This is an optimization exercise on Yosys and OpenROAD, whose aim is a short achievable clock period and few clock cycles, not a production implementation.
Only simulation tests tie the RTL to the original design; equivalence was not proved.
Power and IR drop assume default switching activity.

File: run.sh
#!/bin/bash
# synth_recipe.tcl (not shown) runs the flow's synth.tcl, then flattens the netlist and writes it again
# the make line also repeats each setting of config.mk as NAME=value (left out here)
make -C /OpenROAD-flow-scripts/flow DESIGN_CONFIG=/design/flow/config.mk WORK_HOME=/design/flow/orfs CLKGATE_MAP_FILE= SYNTH_SCRIPT=/design/flow/synth_recipe.tcl finish
File: config.mk
export PLATFORM = sky130hd
export DESIGN_NAME = hart
export DESIGN_NICKNAME = hart
export VERILOG_FILES = /design/flow/design.v
export SDC_FILE = /design/flow/constraint.sdc
export NUM_CORES = 4
export LEC_CHECK = 0
export CAP_MARGIN = 20
export CORE_MARGIN = 2
export CORE_UTILIZATION = 40
export PLACE_DENSITY = 0.6
export SLEW_MARGIN = 20
File: constraint.sdc
create_clock -name core_clock -period 8.0 [get_ports {i_clk}]
set_input_delay 1.6000 -clock core_clock [delete_from_list [all_inputs] [get_ports {i_clk}]]
set_output_delay 1.6000 -clock core_clock [all_outputs]
set_load 0.01 [all_outputs]
File: design.v
package hart_pkg;
  typedef union packed {
    struct packed {
      logic [6:0] funct7;
      logic [4:0] rs2;
      logic [4:0] rs1;
      logic [2:0] funct3;
      logic [4:0] rd;
      logic [6:0] opcode;
    } r;
    struct packed {
      logic [11:0] imm;
      logic [4:0]  rs1;
      logic [2:0]  funct3;
      logic [4:0]  rd;
      logic [6:0]  opcode;
    } i;
    struct packed {
      logic [6:0] imm_hi;  
      logic [4:0] rs2;
      logic [4:0] rs1;
      logic [2:0] funct3;
      logic [4:0] imm_lo;  
      logic [6:0] opcode;
    } s;
    struct packed {
      logic       imm12;
      logic [5:0] imm10_5;
      logic [4:0] rs2;
      logic [4:0] rs1;
      logic [2:0] funct3;  
      logic [3:0] imm4_1;
      logic       imm11;
      logic [6:0] opcode;
    } b;
    struct packed {
      logic [19:0] imm;  
      logic [4:0]  rd;
      logic [6:0]  opcode;
    } u;
    struct packed {
      logic       imm20;
      logic [9:0] imm10_1;
      logic       imm11;
      logic [7:0] imm19_12;
      logic [4:0] rd;
      logic [6:0] opcode;
    } j;
  } inst_u;
  typedef enum logic [3:0] {
    ALU_ADD, ALU_SUB, ALU_SLL, ALU_SLT, ALU_SLTU, ALU_XOR,
    ALU_SRL, ALU_SRA, ALU_OR, ALU_AND,
    ALU_PASS_B  
  } alu_op_e;
  typedef enum logic [1:0] {
    WB_ALU,
    WB_MEM,
    WB_PC4  
  } wb_sel_e;
endpackage
`timescale 1ns/1ps
module fetch_stage (
  input  logic             i_clk,
  input  logic             i_rst,
  input  logic             i_stall,     
  input  logic             i_redirect,  
  input  logic [32-1:0] i_target,
  input  logic [32-1:0] i_imem_rdata,
  output logic [32-1:0] o_imem_raddr,
  output logic [32-1:0] o_id_pc,
  output logic [32-1:0] o_id_inst,
  output logic             o_id_valid
);
  logic [32-1:0] pc;
  assign o_imem_raddr = pc;  
  always_ff @(posedge i_clk) begin
    if (i_rst) begin
      pc <= 32'h0000_0000;
    end else if (i_redirect) begin
      pc <= i_target;
    end else if (!i_stall) begin
      pc <= pc + 32'(4);
    end
  end
  always_ff @(posedge i_clk) begin
    if (i_rst || i_redirect) begin
      o_id_valid <= 1'b0;
    end else if (!i_stall) begin
      o_id_valid <= 1'b1;
    end
  end
  always_ff @(posedge i_clk) begin
    if (!i_stall) begin
      o_id_pc   <= pc;
      o_id_inst <= i_imem_rdata;
    end
  end
endmodule
`timescale 1ns/1ps
module decode_stage (
  input  logic                   i_clk,
  input  logic                   i_rst,
  input  logic [32-1:0]       i_id_pc,
  input  logic [32-1:0]       i_id_inst,
  input  logic                   i_id_valid,
  input  logic                   i_redirect,
  input  logic                   i_wb_we,
  input  logic [5-1:0] i_wb_rd,
  input  logic [32-1:0]       i_wb_data,
  output logic                   o_stall,
  output logic [32-1:0]       o_ex_pc,
  output hart_pkg::inst_u                  o_ex_inst,
  output logic                   o_ex_valid,
  output logic [32-1:0]       o_ex_rs1_data,
  output logic [32-1:0]       o_ex_rs2_data,
  output logic [32-1:0]       o_ex_imm,
  output hart_pkg::alu_op_e                o_ex_alu_op,
  output logic                   o_ex_use_imm,
  output logic                   o_ex_use_pc,
  output logic                   o_ex_branch,
  output logic                   o_ex_jal,
  output logic                   o_ex_mem_read,
  output logic                   o_ex_mem_write,
  output logic                   o_ex_reg_write,
  output hart_pkg::wb_sel_e                o_ex_wb_sel
);
  hart_pkg::inst_u                  inst;
  logic [5-1:0] rs1, rs2;
  logic                   use_rs1, use_rs2;
  logic [32-1:0]       imm, rs1_val, rs2_val;
  hart_pkg::alu_op_e                alu_op;
  logic                   use_imm, use_pc, is_branch, is_jal, is_load, is_store, reg_write;
  hart_pkg::wb_sel_e                wb_sel;
  logic [32-1:0]       rf [1:(1 << 5) - 1];  
  assign inst = i_id_inst;
  assign rs1  = inst.r.rs1;
  assign rs2  = inst.r.rs2;
  function automatic hart_pkg::alu_op_e alu_decode(input logic [2:0] funct3, input logic alt);
    case (funct3)
      3'b000:  alu_decode = alt ? hart_pkg::ALU_SUB : hart_pkg::ALU_ADD;
      3'b001:  alu_decode = hart_pkg::ALU_SLL;
      3'b010:  alu_decode = hart_pkg::ALU_SLT;
      3'b011:  alu_decode = hart_pkg::ALU_SLTU;
      3'b100:  alu_decode = hart_pkg::ALU_XOR;
      3'b101:  alu_decode = alt ? hart_pkg::ALU_SRA : hart_pkg::ALU_SRL;
      3'b110:  alu_decode = hart_pkg::ALU_OR;
      default: alu_decode = hart_pkg::ALU_AND;
    endcase
  endfunction
  always_comb begin
    alu_op    = hart_pkg::ALU_ADD;  
    use_imm   = 1'b1;
    use_pc    = 1'b0;
    use_rs1   = 1'b1;
    use_rs2   = 1'b0;
    is_branch = 1'b0;
    is_jal    = 1'b0;
    is_load   = 1'b0;
    is_store  = 1'b0;
    reg_write = 1'b0;
    wb_sel    = hart_pkg::WB_ALU;
    imm       = {{20{inst.i.imm[11]}}, inst.i.imm};  
    case (inst.r.opcode)
      7'b0110011: begin
        alu_op    = alu_decode(inst.r.funct3, inst.r.funct7[5]);
        use_imm   = 1'b0;
        use_rs2   = 1'b1;
        reg_write = 1'b1;
      end
      7'b0010011: begin
        alu_op    = alu_decode(inst.i.funct3, inst.i.funct3 == 3'b101 && inst.r.funct7[5]);
        reg_write = 1'b1;
      end
      7'b0110111: begin
        alu_op    = hart_pkg::ALU_PASS_B;
        imm       = {inst.u.imm, 12'b0};
        use_rs1   = 1'b0;
        reg_write = 1'b1;
      end
      7'b0010111: begin
        use_pc    = 1'b1;
        imm       = {inst.u.imm, 12'b0};
        use_rs1   = 1'b0;
        reg_write = 1'b1;
      end
      7'b0000011: begin
        is_load   = 1'b1;
        reg_write = 1'b1;
        wb_sel    = hart_pkg::WB_MEM;
      end
      7'b0100011: begin
        is_store = 1'b1;
        use_rs2  = 1'b1;
        imm      = {{20{inst.s.imm_hi[6]}}, inst.s.imm_hi, inst.s.imm_lo};
      end
      7'b1100011: begin
        is_branch = 1'b1;
        use_rs2   = 1'b1;
        imm = {{19{inst.b.imm12}}, inst.b.imm12, inst.b.imm11, inst.b.imm10_5,
               inst.b.imm4_1, 1'b0};
      end
      7'b1101111: begin
        is_jal    = 1'b1;
        use_rs1   = 1'b0;
        reg_write = 1'b1;  
        wb_sel    = hart_pkg::WB_PC4;
        imm = {{11{inst.j.imm20}}, inst.j.imm20, inst.j.imm19_12, inst.j.imm11,
               inst.j.imm10_1, 1'b0};
      end
      default: use_rs1 = 1'b0;  
    endcase
  end
  always_ff @(posedge i_clk) begin
    if (i_wb_we && i_wb_rd != '0) rf[i_wb_rd] <= i_wb_data;
  end
  assign rs1_val = (rs1 == '0) ? '0 : (i_wb_we && i_wb_rd == rs1) ? i_wb_data : rf[rs1];
  assign rs2_val = (rs2 == '0) ? '0 : (i_wb_we && i_wb_rd == rs2) ? i_wb_data : rf[rs2];
  assign o_stall = i_id_valid && o_ex_mem_read && o_ex_inst.r.rd != '0 &&
                   ((use_rs1 && o_ex_inst.r.rd == rs1) || (use_rs2 && o_ex_inst.r.rd == rs2));
  always_ff @(posedge i_clk) begin
    if (i_rst || i_redirect || o_stall || !i_id_valid) begin
      o_ex_valid     <= 1'b0;
      o_ex_branch    <= 1'b0;
      o_ex_jal       <= 1'b0;
      o_ex_mem_read  <= 1'b0;
      o_ex_mem_write <= 1'b0;
      o_ex_reg_write <= 1'b0;
    end else begin
      o_ex_valid     <= 1'b1;
      o_ex_branch    <= is_branch;
      o_ex_jal       <= is_jal;
      o_ex_mem_read  <= is_load;
      o_ex_mem_write <= is_store;
      o_ex_reg_write <= reg_write;
    end
  end
  always_ff @(posedge i_clk) begin
    o_ex_pc       <= i_id_pc;
    o_ex_inst     <= inst;
    o_ex_rs1_data <= rs1_val;
    o_ex_rs2_data <= rs2_val;
    o_ex_imm      <= imm;
    o_ex_alu_op   <= alu_op;
    o_ex_use_imm  <= use_imm;
    o_ex_use_pc   <= use_pc;
    o_ex_wb_sel   <= wb_sel;
  end
endmodule
`timescale 1ns/1ps
module execute_stage (
  input  logic                   i_clk,
  input  logic                   i_rst,
  input  logic [32-1:0]       i_ex_pc,
  input  hart_pkg::inst_u                  i_ex_inst,
  input  logic                   i_ex_valid,
  input  logic [32-1:0]       i_ex_rs1_data,
  input  logic [32-1:0]       i_ex_rs2_data,
  input  logic [32-1:0]       i_ex_imm,
  input  hart_pkg::alu_op_e                i_ex_alu_op,
  input  logic                   i_ex_use_imm,
  input  logic                   i_ex_use_pc,
  input  logic                   i_ex_branch,
  input  logic                   i_ex_jal,
  input  logic                   i_ex_mem_read,
  input  logic                   i_ex_mem_write,
  input  logic                   i_ex_reg_write,
  input  hart_pkg::wb_sel_e                i_ex_wb_sel,
  input  logic                   i_wb_we,
  input  logic [5-1:0] i_wb_rd,
  input  logic [32-1:0]       i_wb_data,
  output logic                   o_redirect,
  output logic [32-1:0]       o_target,
  output logic [32-1:0]       o_mem_pc,
  output hart_pkg::inst_u                  o_mem_inst,
  output logic                   o_mem_valid,
  output logic [32-1:0]       o_mem_alu,
  output logic [32-1:0]       o_mem_store_data,
  output logic                   o_mem_read,
  output logic                   o_mem_write,
  output logic                   o_mem_reg_write,
  output hart_pkg::wb_sel_e                o_mem_wb_sel,
  output logic [32-1:0]       o_mem_next_pc
);
  logic [32-1:0] mem_result, rs1_val, rs2_val, op_a, op_b, alu, pc_plus4, next_pc;
  logic             cond, take;
  assign mem_result = (o_mem_wb_sel == hart_pkg::WB_PC4) ? o_mem_pc + 32'(4) : o_mem_alu;
  function automatic logic [32-1:0] fwd(input logic [5-1:0] rs,
                                           input logic [32-1:0]       rf_val);
    if (rs != '0 && o_mem_reg_write && o_mem_inst.r.rd == rs) fwd = mem_result;
    else if (rs != '0 && i_wb_we && i_wb_rd == rs) fwd = i_wb_data;
    else fwd = rf_val;
  endfunction
  always_comb begin
    rs1_val = fwd(i_ex_inst.r.rs1, i_ex_rs1_data);
    rs2_val = fwd(i_ex_inst.r.rs2, i_ex_rs2_data);
  end
  assign op_a = i_ex_use_pc  ? i_ex_pc  : rs1_val;  
  assign op_b = i_ex_use_imm ? i_ex_imm : rs2_val;
  always_comb begin
    case (i_ex_alu_op)
      hart_pkg::ALU_ADD:  alu = op_a + op_b;
      hart_pkg::ALU_SUB:  alu = op_a - op_b;
      hart_pkg::ALU_SLL:  alu = op_a << op_b[4:0];
      hart_pkg::ALU_SLT:  alu = 32'($signed(op_a) < $signed(op_b));
      hart_pkg::ALU_SLTU: alu = 32'(op_a < op_b);
      hart_pkg::ALU_XOR:  alu = op_a ^ op_b;
      hart_pkg::ALU_SRL:  alu = op_a >> op_b[4:0];
      hart_pkg::ALU_SRA:  alu = $unsigned($signed(op_a) >>> op_b[4:0]);
      hart_pkg::ALU_OR:   alu = op_a | op_b;
      hart_pkg::ALU_AND:  alu = op_a & op_b;
      default:  alu = op_b;  
    endcase
  end
  always_comb begin
    case (i_ex_inst.b.funct3)
      3'b000:  cond = rs1_val == rs2_val;                    
      3'b001:  cond = rs1_val != rs2_val;                    
      3'b100:  cond = $signed(rs1_val) <  $signed(rs2_val);  
      3'b101:  cond = $signed(rs1_val) >= $signed(rs2_val);  
      3'b110:  cond = rs1_val <  rs2_val;                    
      3'b111:  cond = rs1_val >= rs2_val;                    
      default: cond = 1'b0;
    endcase
  end
  assign take       = i_ex_valid && (i_ex_jal || (i_ex_branch && cond));
  assign o_target   = i_ex_pc + i_ex_imm;  
  assign o_redirect = take;                
  assign pc_plus4   = i_ex_pc + 32'(4);
  assign next_pc    = take ? o_target : pc_plus4;
  always_ff @(posedge i_clk) begin
    if (i_rst) begin
      o_mem_valid     <= 1'b0;
      o_mem_read      <= 1'b0;
      o_mem_write     <= 1'b0;
      o_mem_reg_write <= 1'b0;
    end else begin
      o_mem_valid     <= i_ex_valid;
      o_mem_read      <= i_ex_mem_read;
      o_mem_write     <= i_ex_mem_write;
      o_mem_reg_write <= i_ex_reg_write;
    end
  end
  always_ff @(posedge i_clk) begin
    o_mem_pc         <= i_ex_pc;
    o_mem_inst       <= i_ex_inst;
    o_mem_alu        <= alu;
    o_mem_store_data <= rs2_val;  
    o_mem_wb_sel     <= i_ex_wb_sel;
    o_mem_next_pc    <= next_pc;
  end
endmodule
`timescale 1ns/1ps
module mem_wb_stage (
  input  logic                   i_clk,
  input  logic                   i_rst,
  input  logic [32-1:0]       i_mem_pc,
  input  hart_pkg::inst_u                  i_mem_inst,
  input  logic                   i_mem_valid,
  input  logic [32-1:0]       i_mem_alu,
  input  logic [32-1:0]       i_mem_store_data,
  input  logic                   i_mem_read,
  input  logic                   i_mem_write,
  input  logic                   i_mem_reg_write,
  input  hart_pkg::wb_sel_e                i_mem_wb_sel,
  input  logic [32-1:0]       i_mem_next_pc,
  input  logic [32-1:0]       i_dmem_rdata,
  output logic [32-1:0]       o_dmem_addr,
  output logic                   o_dmem_ren,
  output logic                   o_dmem_wen,
  output logic [32-1:0]       o_dmem_wdata,
  output logic                   o_wb_we,
  output logic [5-1:0] o_wb_rd,
  output logic [32-1:0]       o_wb_data,
  output logic                   o_retire_valid,
  output logic [32-1:0]       o_retire_inst,
  output logic                   o_retire_halt,
  output logic [32-1:0]       o_retire_pc,
  output logic [32-1:0]       o_retire_next_pc,
  output logic [5-1:0] o_retire_rd_waddr,
  output logic [32-1:0]       o_retire_rd_wdata,
  output logic [32-1:0]       o_retire_dmem_addr,
  output logic                   o_retire_dmem_ren,
  output logic                   o_retire_dmem_wen,
  output logic [32-1:0]       o_retire_dmem_rdata,
  output logic [32-1:0]       o_retire_dmem_wdata
);
  logic             wb_valid, wb_reg_write, wb_ren, wb_wen;
  hart_pkg::inst_u            wb_inst;
  hart_pkg::wb_sel_e          wb_sel;
  logic [32-1:0] wb_pc, wb_next_pc, wb_alu, wb_rdata, wb_wdata;
  assign o_dmem_addr  = i_mem_alu;
  assign o_dmem_ren   = i_mem_valid && i_mem_read;
  assign o_dmem_wen   = i_mem_valid && i_mem_write;
  assign o_dmem_wdata = i_mem_store_data;
  always_ff @(posedge i_clk) begin
    if (i_rst) begin
      wb_valid     <= 1'b0;
      wb_reg_write <= 1'b0;
      wb_ren       <= 1'b0;
      wb_wen       <= 1'b0;
    end else begin
      wb_valid     <= i_mem_valid;
      wb_reg_write <= i_mem_valid && i_mem_reg_write;
      wb_ren       <= o_dmem_ren;
      wb_wen       <= o_dmem_wen;
    end
  end
  always_ff @(posedge i_clk) begin
    wb_pc      <= i_mem_pc;
    wb_inst    <= i_mem_inst;
    wb_sel     <= i_mem_wb_sel;
    wb_next_pc <= i_mem_next_pc;
    wb_alu     <= i_mem_alu;
    wb_rdata   <= i_dmem_rdata;  
    wb_wdata   <= i_mem_store_data;
  end
  always_comb begin
    case (wb_sel)
      hart_pkg::WB_MEM:  o_wb_data = wb_rdata;
      hart_pkg::WB_PC4:  o_wb_data = wb_pc + 32'(4);
      default: o_wb_data = wb_alu;
    endcase
  end
  assign o_wb_we = wb_reg_write;
  assign o_wb_rd = wb_inst.r.rd;
  assign o_retire_valid      = wb_valid;
  assign o_retire_inst       = wb_inst;
  assign o_retire_halt       = wb_valid && wb_inst == 32'h0010_0073;
  assign o_retire_pc         = wb_pc;
  assign o_retire_next_pc    = wb_next_pc;
  assign o_retire_rd_waddr   = wb_reg_write ? wb_inst.r.rd : '0;  
  assign o_retire_rd_wdata   = o_wb_data;
  assign o_retire_dmem_addr  = wb_alu;
  assign o_retire_dmem_ren   = wb_ren;
  assign o_retire_dmem_wen   = wb_wen;
  assign o_retire_dmem_rdata = wb_rdata;
  assign o_retire_dmem_wdata = wb_wdata;
endmodule
`timescale 1ns/1ps
module hart (
  input  logic                   i_clk,
  input  logic                   i_rst,
  output logic [32-1:0]       o_imem_raddr,
  input  logic [32-1:0]       i_imem_rdata,
  output logic [32-1:0]       o_dmem_addr,
  output logic                   o_dmem_ren,
  output logic                   o_dmem_wen,
  output logic [32-1:0]       o_dmem_wdata,
  input  logic [32-1:0]       i_dmem_rdata,
  output logic                   o_retire_valid,
  output logic [32-1:0]       o_retire_inst,
  output logic                   o_retire_halt,
  output logic [32-1:0]       o_retire_pc,
  output logic [32-1:0]       o_retire_next_pc,
  output logic [5-1:0] o_retire_rd_waddr,
  output logic [32-1:0]       o_retire_rd_wdata,
  output logic [32-1:0]       o_retire_dmem_addr,
  output logic                   o_retire_dmem_ren,
  output logic                   o_retire_dmem_wen,
  output logic [32-1:0]       o_retire_dmem_rdata,
  output logic [32-1:0]       o_retire_dmem_wdata
);
  logic                   stall, redirect;
  logic [32-1:0]       target;
  logic [32-1:0]       id_pc, id_inst;
  logic                   id_valid;
  logic [32-1:0]       ex_pc, ex_rs1_data, ex_rs2_data, ex_imm;
  hart_pkg::inst_u                  ex_inst;
  hart_pkg::alu_op_e                ex_alu_op;
  hart_pkg::wb_sel_e                ex_wb_sel;
  logic                   ex_valid, ex_use_imm, ex_use_pc, ex_branch, ex_jal;
  logic                   ex_mem_read, ex_mem_write, ex_reg_write;
  logic [32-1:0]       mem_pc, mem_alu, mem_store_data, mem_next_pc;
  hart_pkg::inst_u                  mem_inst;
  hart_pkg::wb_sel_e                mem_wb_sel;
  logic                   mem_valid, mem_read, mem_write, mem_reg_write;
  logic                   wb_we;
  logic [5-1:0] wb_rd;
  logic [32-1:0]       wb_data;
  fetch_stage u_fetch (
    .i_clk, .i_rst, .i_stall(stall), .i_redirect(redirect), .i_target(target),
    .i_imem_rdata, .o_imem_raddr,
    .o_id_pc(id_pc), .o_id_inst(id_inst), .o_id_valid(id_valid)
  );
  decode_stage u_decode (
    .i_clk, .i_rst, .i_id_pc(id_pc), .i_id_inst(id_inst), .i_id_valid(id_valid),
    .i_redirect(redirect), .i_wb_we(wb_we), .i_wb_rd(wb_rd), .i_wb_data(wb_data),
    .o_stall(stall), .o_ex_pc(ex_pc), .o_ex_inst(ex_inst), .o_ex_valid(ex_valid),
    .o_ex_rs1_data(ex_rs1_data), .o_ex_rs2_data(ex_rs2_data), .o_ex_imm(ex_imm),
    .o_ex_alu_op(ex_alu_op), .o_ex_use_imm(ex_use_imm), .o_ex_use_pc(ex_use_pc),
    .o_ex_branch(ex_branch), .o_ex_jal(ex_jal), .o_ex_mem_read(ex_mem_read),
    .o_ex_mem_write(ex_mem_write), .o_ex_reg_write(ex_reg_write), .o_ex_wb_sel(ex_wb_sel)
  );
  execute_stage u_execute (
    .i_clk, .i_rst, .i_ex_pc(ex_pc), .i_ex_inst(ex_inst), .i_ex_valid(ex_valid),
    .i_ex_rs1_data(ex_rs1_data), .i_ex_rs2_data(ex_rs2_data), .i_ex_imm(ex_imm),
    .i_ex_alu_op(ex_alu_op), .i_ex_use_imm(ex_use_imm), .i_ex_use_pc(ex_use_pc),
    .i_ex_branch(ex_branch), .i_ex_jal(ex_jal), .i_ex_mem_read(ex_mem_read),
    .i_ex_mem_write(ex_mem_write), .i_ex_reg_write(ex_reg_write), .i_ex_wb_sel(ex_wb_sel),
    .i_wb_we(wb_we), .i_wb_rd(wb_rd), .i_wb_data(wb_data),
    .o_redirect(redirect), .o_target(target), .o_mem_pc(mem_pc), .o_mem_inst(mem_inst),
    .o_mem_valid(mem_valid), .o_mem_alu(mem_alu), .o_mem_store_data(mem_store_data),
    .o_mem_read(mem_read), .o_mem_write(mem_write), .o_mem_reg_write(mem_reg_write),
    .o_mem_wb_sel(mem_wb_sel), .o_mem_next_pc(mem_next_pc)
  );
  mem_wb_stage u_mem_wb (
    .i_clk, .i_rst, .i_mem_pc(mem_pc), .i_mem_inst(mem_inst), .i_mem_valid(mem_valid),
    .i_mem_alu(mem_alu), .i_mem_store_data(mem_store_data), .i_mem_read(mem_read),
    .i_mem_write(mem_write), .i_mem_reg_write(mem_reg_write), .i_mem_wb_sel(mem_wb_sel),
    .i_mem_next_pc(mem_next_pc), .i_dmem_rdata,
    .o_dmem_addr, .o_dmem_ren, .o_dmem_wen, .o_dmem_wdata,
    .o_wb_we(wb_we), .o_wb_rd(wb_rd), .o_wb_data(wb_data),
    .o_retire_valid, .o_retire_inst, .o_retire_halt, .o_retire_pc, .o_retire_next_pc,
    .o_retire_rd_waddr, .o_retire_rd_wdata, .o_retire_dmem_addr, .o_retire_dmem_ren,
    .o_retire_dmem_wen, .o_retire_dmem_rdata, .o_retire_dmem_wdata
  );
endmodule
==> impl_metrics.xml <==
<?xml version="1.0" encoding="UTF-8"?>
<metrics>
  <group name="timing">
    <metric name="timing.final.hold_violations" unit="">0</metric>
    <metric name="max-slew-margin-rel" unit="%">12.1</metric>
    <metric name="period_share" unit="%">91.6</metric>
    <metric name="final_max_slew_viol_count" unit="">0</metric>
    <metric name="setup_viol_count_final" unit="">0</metric>
    <metric name="layout_min_cycle_time" unit="ns">7.32</metric>
    <metric name="fmax" unit="MHz">137</metric>
    <metric name="skew" unit="ns">0.0584</metric>
    <metric name="setup-tns-final" unit="ns">0</metric>
    <metric name="worst_pin_slew" unit="ns">1.31</metric>
    <metric name="rsz0062_at_grt" unit="">false</metric>
  </group>
  <group name="floorplan">
    <metric name="vertical_die_dimension" unit="um">448</metric>
    <metric name="row_count" unit="">163</metric>
    <metric name="initial_core_util" unit="%">40.2</metric>
    <metric name="die-area" unit="mm^2">0.201</metric>
    <metric name="design.portCount" unit="">397</metric>
    <metric name="placeableCoreArea" unit="mm^2">0.197</metric>
    <metric name="dieWidth" unit="um">448</metric>
  </group>
  <group name="routing">
    <metric name="routed_wl" unit="mm">323</metric>
    <metric name="drcViolationCount" unit="">0</metric>
    <metric name="num_vias" unit="">58100</metric>
    <metric name="firstDrtPassIters" unit="">6</metric>
    <metric name="detail-route-antenna-nets" unit="">0</metric>
    <metric name="route.detailed.wl_per_inst" unit="um">35.0</metric>
    <metric name="via_per_inst" unit="">6.30</metric>
    <metric name="dr.first_iter.drc_count" unit="">6855</metric>
  </group>
  <group name="finish">
    <metric name="largest_register" unit="">u_decode.rf</metric>
    <metric name="largest_register_ff_count" unit="">992</metric>
    <metric name="drive_above_1_share" unit="%">17.8</metric>
    <metric name="multi_input_area" unit="mm^2">0.0342</metric>
    <metric name="fillerInstances" unit="">17352</metric>
    <metric name="layout.nets" unit="">6652</metric>
    <metric name="final-seq-area" unit="mm^2">0.0431</metric>
    <metric name="area_growth_syn_to_layout" unit="%">17.8</metric>
  </group>
  <group name="critical_path">
    <metric name="setup.worst_path.end_class" unit="">flop</metric>
    <metric name="criticalPathCategory" unit="">reg -&gt; reg</metric>
    <metric name="crit_buf_inv" unit="">3</metric>
    <metric name="cp.required" unit="ns">8.73</metric>
    <metric name="startpoint_type" unit="">flop</metric>
    <metric name="critical_path_arrival" unit="ns">8.06</metric>
    <metric name="critical_path_peak_fanout" unit="">35</metric>
    <metric name="crit_family" unit="">simple AND/OR/NAND/NOR gates</metric>
    <metric name="cp_slowest_cell" unit="">or4_1</metric>
    <metric name="cpPeakStageDelay" unit="ns">0.79</metric>
    <metric name="cell_chain_of_the_critical_path" unit="">nand4_1 &gt; or4_1 &gt; or4_1 &gt; a21oi_1 &gt; or2_2 &gt; nand2_1 &gt; nand2_1 &gt; a21oi_1 &gt; o21ai_0 &gt; buf_4 &gt; inv_1 &gt; ha_1 &gt; inv_1 &gt; and3_1 &gt; o211a_1 &gt; nor4b_1 &gt; a2111oi_0 &gt; nor2b_1 &gt; a311oi_1 &gt; or3_1 &gt; a32oi_1 &gt; o32a_1</metric>
  </group>
  <group name="grt">
    <metric name="grt_antenna_before_repair" unit="">20</metric>
    <metric name="grt_pass1_wl" unit="mm">444</metric>
    <metric name="maximum_number_of_pins_on_one_net_before_global_route_repair" unit="">127</metric>
    <metric name="grt_overflow" unit="">0</metric>
    <metric name="global_routing_usage_summed_across_all_routing_layers" unit="%">31.6</metric>
    <metric name="grt_pass1_vias" unit="">56463</metric>
  </group>
  <group name="status">
    <metric name="run_status" unit="">finished clean</metric>
  </group>
  <group name="power">
    <metric name="switching_power" unit="W">0.00658</metric>
    <metric name="p_int" unit="W">0.0158</metric>
    <metric name="max-vdd-ir-drop" unit="mV">0.177</metric>
    <metric name="share_comb_of_total_power" unit="%">17.9</metric>
    <metric name="portion_of_total_power_attributed_to_sequential_cells" unit="%">44.9</metric>
    <metric name="clock_power_share" unit="%">37.1</metric>
    <metric name="p_leak" unit="nW">32.8</metric>
    <metric name="swShare" unit="%">29.4</metric>
    <metric name="power.density_cell_area" unit="mW/mm^2">241</metric>
    <metric name="report.power.total" unit="W">0.0224</metric>
  </group>
  <group name="yosys">
    <metric name="post_synth_num_cell_types" unit="">103</metric>
    <metric name="synthesis.instances" unit="">6015</metric>
    <metric name="synth.largest_area_cell" unit="">edfxtp_1</metric>
    <metric name="synth_flop_cell" unit="">edfxtp_1</metric>
    <metric name="yosys_warnings" unit="">4</metric>
    <metric name="synth-edff-count" unit="">1056</metric>
    <metric name="syn-num-nets" unit="">6244</metric>
    <metric name="ys_seq_elements" unit="">1626</metric>
    <metric name="synth_seq_area_share" unit="%">54.6</metric>
    <metric name="syn-mean-instance-area" unit="um^2">13.1</metric>
    <metric name="asyncSetResetFlopFracSynth" unit="%">0</metric>
    <metric name="synth_area" unit="mm^2">0.0790</metric>
    <metric name="netlist.area_leader.share" unit="%">40.1</metric>
    <metric name="yosys-top-cells-area" unit="">edfxtp_1 (40%), dfxtp_1 (14%), mux4_2 (14%), mux2i_1 (4.7%), ha_1 (2.5%)</metric>
  </group>
  <group name="min_path">
    <metric name="holdCritPathClass" unit="">reg -&gt; reg</metric>
  </group>
  <group name="placed_design">
    <metric name="place.port_buffers" unit="">396</metric>
    <metric name="detailedPlacementHpwl" unit="mm">219</metric>
    <metric name="globalplace.congestion" unit="">1.04</metric>
  </group>
  <group name="clock_network">
    <metric name="cts_buffers" unit="">177</metric>
    <metric name="setup_fix_buffers_added_after_clock_tree_synthesis" unit="">0</metric>
    <metric name="clk_path_buf_depth" unit="">3</metric>
    <metric name="cts-resized-gates" unit="">0</metric>
    <metric name="clkLatencyLatePin" unit="ns">0.87</metric>
    <metric name="clock_sink_count" unit="">1626</metric>
    <metric name="cts_max_level" unit="">4</metric>
    <metric name="tritoncts_clock_tree" unit="">built</metric>
    <metric name="cts_root_buffer" unit="">clkbuf_16</metric>
    <metric name="holdBufCountCts" unit="">0</metric>
    <metric name="clkTransAtPathRegs" unit="ns">0.07</metric>
  </group>
  <group name="job">
    <metric name="cap_violations" unit="">0</metric>
  </group>
</metrics>
cells in the final DEF, fill, tap and decap left out, drive strengths merged, types with 20 or more instances in the layout:
master / synthesis / routed
edfxtp: 1056 / 1056
dfxtp: 570 / 570
mux4: 492 / 492
nor2: 443 / 443
clkdlybuf4s50: 0 / 396
mux2i: 369 / 369
a21oi: 350 / 350
nand2: 312 / 312
clkbuf: 301 / 242
buf: 104 / 238
o21ai: 217 / 217
inv: 160 / 176
ha: 160 / 160
a211oi: 128 / 128
xnor2: 95 / 95
nand3: 91 / 91
nor3: 71 / 71
o22ai: 67 / 67
a21o: 66 / 66
nand2b: 66 / 66
xor2: 52 / 52
clkinv: 2 / 51
o221ai: 50 / 50
a31oi: 50 / 50
o211ai: 49 / 49
and3: 47 / 47
or3: 41 / 41
nand4: 38 / 38
nor2b: 37 / 37
mux2: 37 / 37
nor4: 35 / 35
a32oi: 34 / 34
and2: 31 / 31
o21a: 29 / 29
a22oi: 28 / 28
o31ai: 27 / 27
a221oi: 27 / 27
o31a: 20 / 20
cell type report:
type                            instances  area share (%)
Sequential cell                      1626            46.3
Multi-Input combinational cell       3822            36.8
Timing Repair Buffer                  634            6.33
Clock buffer                          242            5.26
Tap cell                             2640            3.55
Clock inverter                         85            1.06
Inverter                              162           0.653
Antenna cell                            7          0.0188
path summary, 6_finish.rpt:
| check | startpoint | cells past startpoint | end | slack [ns] |
|---|---|---|---|---|
| max | u_mem_wb.wb_pc[3] | 22 | u_execute.o_mem_alu[29] | 0.68 |
| min | u_fetch.o_id_pc[22] | 0 | u_decode.o_ex_pc[22] | 0.32 |
| max reg2reg | u_mem_wb.wb_pc[3] | 22 | u_execute.o_mem_alu[29] | 0.68 |
| min reg2reg | u_fetch.o_id_pc[22] | 0 | u_decode.o_ex_pc[22] | 0.32 |
per-stage QoR:
step / worst slack, ns / cell area, um^2 / utilization [%] / cells / hold slack, ns
2_1_floorplan: 1.43 / 79000 / - / 6015 / 0.310
3_3_place_gp: 1.11 / 87100 / 44.3 / 8883 / 0.310
3_5_place_dp: 0.922 / 87100 / 44.3 / 8884 / 0.312
4_1_cts: 0.867 / 93000 / 47.3 / 9211 / 0.321
5_1_grt: 0.516 / 93000 / 47.3 / 9212 / 0.330
6_report: 0.676 / 93100 / 47.3 / 9218 / 0.317
synth_stat cells (all sizes together), types with 20 or more instances:
cell type / instances
o221ai: 50
and2: 31
nor2b: 37
o21a: 29
o22ai: 67
a21o: 66
inv: 160
ha: 160
o31a: 20
o211ai: 49
a211oi: 128
o21ai: 217
dfxtp: 570
mux2: 37
nor3: 71
edfxtp: 1056
xor2: 52
buf: 104
o31ai: 27
xnor2: 95
a21oi: 350
nor2: 443
clkbuf: 301
nand2b: 66
a22oi: 28
mux2i: 369
a32oi: 34
and3: 47
nand4: 38
a221oi: 27
nand3: 91
nor4: 35
mux4: 492
or3: 41
nand2: 312
a31oi: 50
power by group through the flow:
stage	Clock [W]	Combinational, W	Sequential (W)
2_1_floorplan	0	0.00195	0.0100
3_3_place_gp	0	0.00392	0.0102
3_5_place_dp	0	0.00394	0.0102
4_1_cts	0.00846	0.00395	0.0101
5_1_grt	0.00877	0.00421	0.0101
6_report	0.00833	0.00402	0.0101
metal layers:
| metal | part of all wire [%] | track usage, % |
|---|---|---|
| met5 | 0.032 | 0 |
| met2 | 47 | 50.9 |
| met4 | 7.5 | 20.5 |
| met1 | 37 | 39.1 |
| met3 | 7.9 | 5.68 |
cells by family after synthesis:
logic type	Yosys count	synth area share (%)
adder cells (fa/ha/maj)	166	2.65
flip-flops	1626	54.6
AND/OR/NAND/NOR	1301	7.89
AO/OA/AOI/OAI	1310	11.2
multiplexers	898	19.2
XOR/XNOR	147	1.63
buffers and inverters	567	2.79
Testbench counts, summed over its fixed seeds: cycles 154,457.

[separate check: timing with driven ports]
How much do the figures lean on ideal ports? The routed layout below was timed once more, with nothing changed but the port constraints.
Step 1: set_driving_cell puts a clkbuf_16 on i_clk and a buf_2 on each other input, an assumption about the parent block.
Step 2, shift: input delay + t, output delay - t, t = (earliest + latest rising clock arrival at the registers) / 2. This alone moves slack from input paths to output paths.
a / b / c = ideal / step 1 / step 2; a / b = the first two.
t (ns): 0.929
slack for setup (ns): 0.676 / 0.676 / 0.676
worst slew at a driven data input, ns: 0.06
After both steps setup and hold are still met in this run. The setup slack of this run moves by 0.000 ns with the drivers and by 0.000 ns with both steps.
